Background: an optimization exercise with open tools, aiming at small area. Do not read the settings as production practice. Only simulation tests tie the RTL to the original design; equivalence was not proved. Power figures rest on the tool's default switching activity, not on a simulated workload.

## synth_top
module synth_top #(
    parameter int clks_per_bit = 8,
    parameter int sample_div   = 64
) (
    input  logic                            clk,
    input  logic                            rst_n,
    input  logic                            di,
    input  logic [3:0]                      channel,
    output logic [synth_pkg::sample_w-1:0]   sample,
    output logic                            sample_valid,
    input  logic                            sample_ready,
    output logic [synth_pkg::num_voices-1:0] voice_active
);
    logic [7:0]                      byte_data;
    logic                            byte_valid;
    logic                            shifting;
    logic                            byte_end;
    logic                            note_off_nx2;
    logic                            fresh;
    logic [1:0]                      fresh_idx;
    logic                            first_ev;
    logic                            first_live;
    logic                            cc_is_wave;
    logic                            note_on;
  ...
==> flow/config.mk <==
export PLATFORM = sky130hd
export DESIGN_NAME = synth_top
export DESIGN_NICKNAME = synth_top
export VERILOG_FILES = /design/flow/design.v
export SDC_FILE = /design/flow/constraint.sdc
export NUM_CORES = 4
export LEC_CHECK = 0
export ABC_AREA = 1
export CAP_MARGIN = 20
export CORE_MARGIN = 2
export CORE_UTILIZATION = 75
export SLEW_MARGIN = 20
==> flow/constraint.sdc <==
create_clock -name core_clock -period 10.0 [get_ports {clk}]
set_input_delay 2.0000 -clock core_clock [delete_from_list [all_inputs] [get_ports {clk}]]
set_output_delay 2.0000 -clock core_clock [all_outputs]
set_load 0.01 [all_outputs]
standard.sh (not shown) runs the stock make flow with config.mk's settings and CLKGATE_MAP_FILE= SYNTH_SCRIPT=/design/flow/synth_recipe.tcl, a recipe that flattens the netlist after the stock synthesis.
==> flow/flow/run.sh <==
#!/bin/bash
set -euo pipefail
cd "$(dirname "$0")/.."
bash standard.sh \
  "CTS_ARGS=-sink_clustering_enable -repair_clock_nets -dont_use_dummy_load -sink_clustering_size 16 -sink_clustering_max_diameter 45 -buf_list sky130_fd_sc_hd__clkbuf_8" \
  "BUFFER_PORTS_ARGS=-buffer_cell sky130_fd_sc_hd__buf_1" \
  finish > flow.log 2>&1
The first run completed without violations.
Edit:
- CORE_UTILIZATION: 75 -> 82
Result: Global-route usage grows by 5.7 points. Critical path depth came out higher by 1. Cell area falls by about 0.4%. Fmax decreases by about 5%. Power fell by about 0.47%. Utilization came out higher by 8.0 points. Synthesized area does not change. Worst setup slack loses 0.27 ns. Non-clock buffer count is unchanged. Sequential cell count stays the same.
Edit:
- CORE_UTILIZATION: 82 -> 75
The changed run finished clean.
Setup slack is better by 0.27 ns.
Count of clock-buffer cells in the layout increases by 2.
Total power increases slightly.
Routed wire length decreases by roughly a tenth.
Register-to-register slack is better by 0.27 ns.
Final cell count increases slightly.
Hold slack is better by 0.016 ns.
Utilization decreases by 8.0 points.
Cell area increases slightly.
Die area increases by a little under a tenth.
Sequential share of layout area decreases by 0.23 points.

========
Another version of the RTL of synth_top (not shown whole).
For scale: roughly 890 cells after synthesis, ~230 flip-flops, about 21 I/O pins, about 8400 um2 of cells after synthesis.
==> flow/config.mk <==
export PLATFORM = sky130hd
export DESIGN_NAME = synth_top
export DESIGN_NICKNAME = synth_top
export VERILOG_FILES = /design/flow/design.v
export SDC_FILE = /design/flow/constraint.sdc
export NUM_CORES = 4
export LEC_CHECK = 0
export ABC_AREA = 1
export CAP_MARGIN = 20
export CORE_MARGIN = 2
export CORE_UTILIZATION = 75
export SLEW_MARGIN = 20
==> flow/constraint.sdc <==
create_clock -name core_clock -period 10.0 [get_ports {clk}]
set_input_delay 2.0000 -clock core_clock [delete_from_list [all_inputs] [get_ports {clk}]]
set_output_delay 2.0000 -clock core_clock [all_outputs]
set_load 0.01 [all_outputs]
==> flow/flow/run.sh <==
#!/bin/bash
set -euo pipefail
cd "$(dirname "$0")/.."
bash standard.sh \
  "CTS_ARGS=-sink_clustering_enable -repair_clock_nets -dont_use_dummy_load -sink_clustering_size 20 -sink_clustering_max_diameter 50 -buf_list sky130_fd_sc_hd__clkbuf_8" \
  "BUFFER_PORTS_ARGS=-buffer_cell sky130_fd_sc_hd__buf_1" \
  finish > flow.log 2>&1
Then changed:
- CORE_UTILIZATION: 75 -> 60
The new run produced a clean layout.
Power rises by 1.9%.
Worst setup slack gets better by 0.10 ns.
Via count falls by 2.2%.
Wire length falls by 3.1%.
Area after synthesis is unchanged.

-- re-timing with driven ports --
How much do the figures lean on ideal ports? The routed layouts below were timed once more, with nothing changed but the port constraints.
Step 1 assumes that a clkbuf_16 drives the clock port and a buf_2 every other input.
Step 2 moves the port delays by t, midway between the first and last clock arrival at a register: inputs arrive t later, outputs are due t later. That takes back most of the time a late clock gives input paths.
a / b / c = ideal / step 1 / step 2; a / b = the first two.
| run | t (ns) | setup WS [ns] | worst setup path after step 2 | clock arrival spread, ns |
|---|---|---|---|---|
| the first run of note 1 | 0.529 | 4.850 / 4.850 / 4.850 | register to register | 0.072 / 0.072 |
| the second run of note 1 | 0.518 | 4.584 / 4.584 / 4.584 | register to register | 0.067 / 0.067 |
| the third run of note 1 | 0.529 | 4.850 / 4.850 / 4.850 | register to register | 0.072 / 0.072 |
| the first run of note 2 | 0.512 | 4.728 / 4.728 / 4.728 | register to register | 0.038 / 0.038 |
| the second run of note 2 | 0.531 | 4.830 / 4.830 / 4.830 | register to register | 0.071 / 0.071 |
After both steps setup and hold are still met in every run listed.
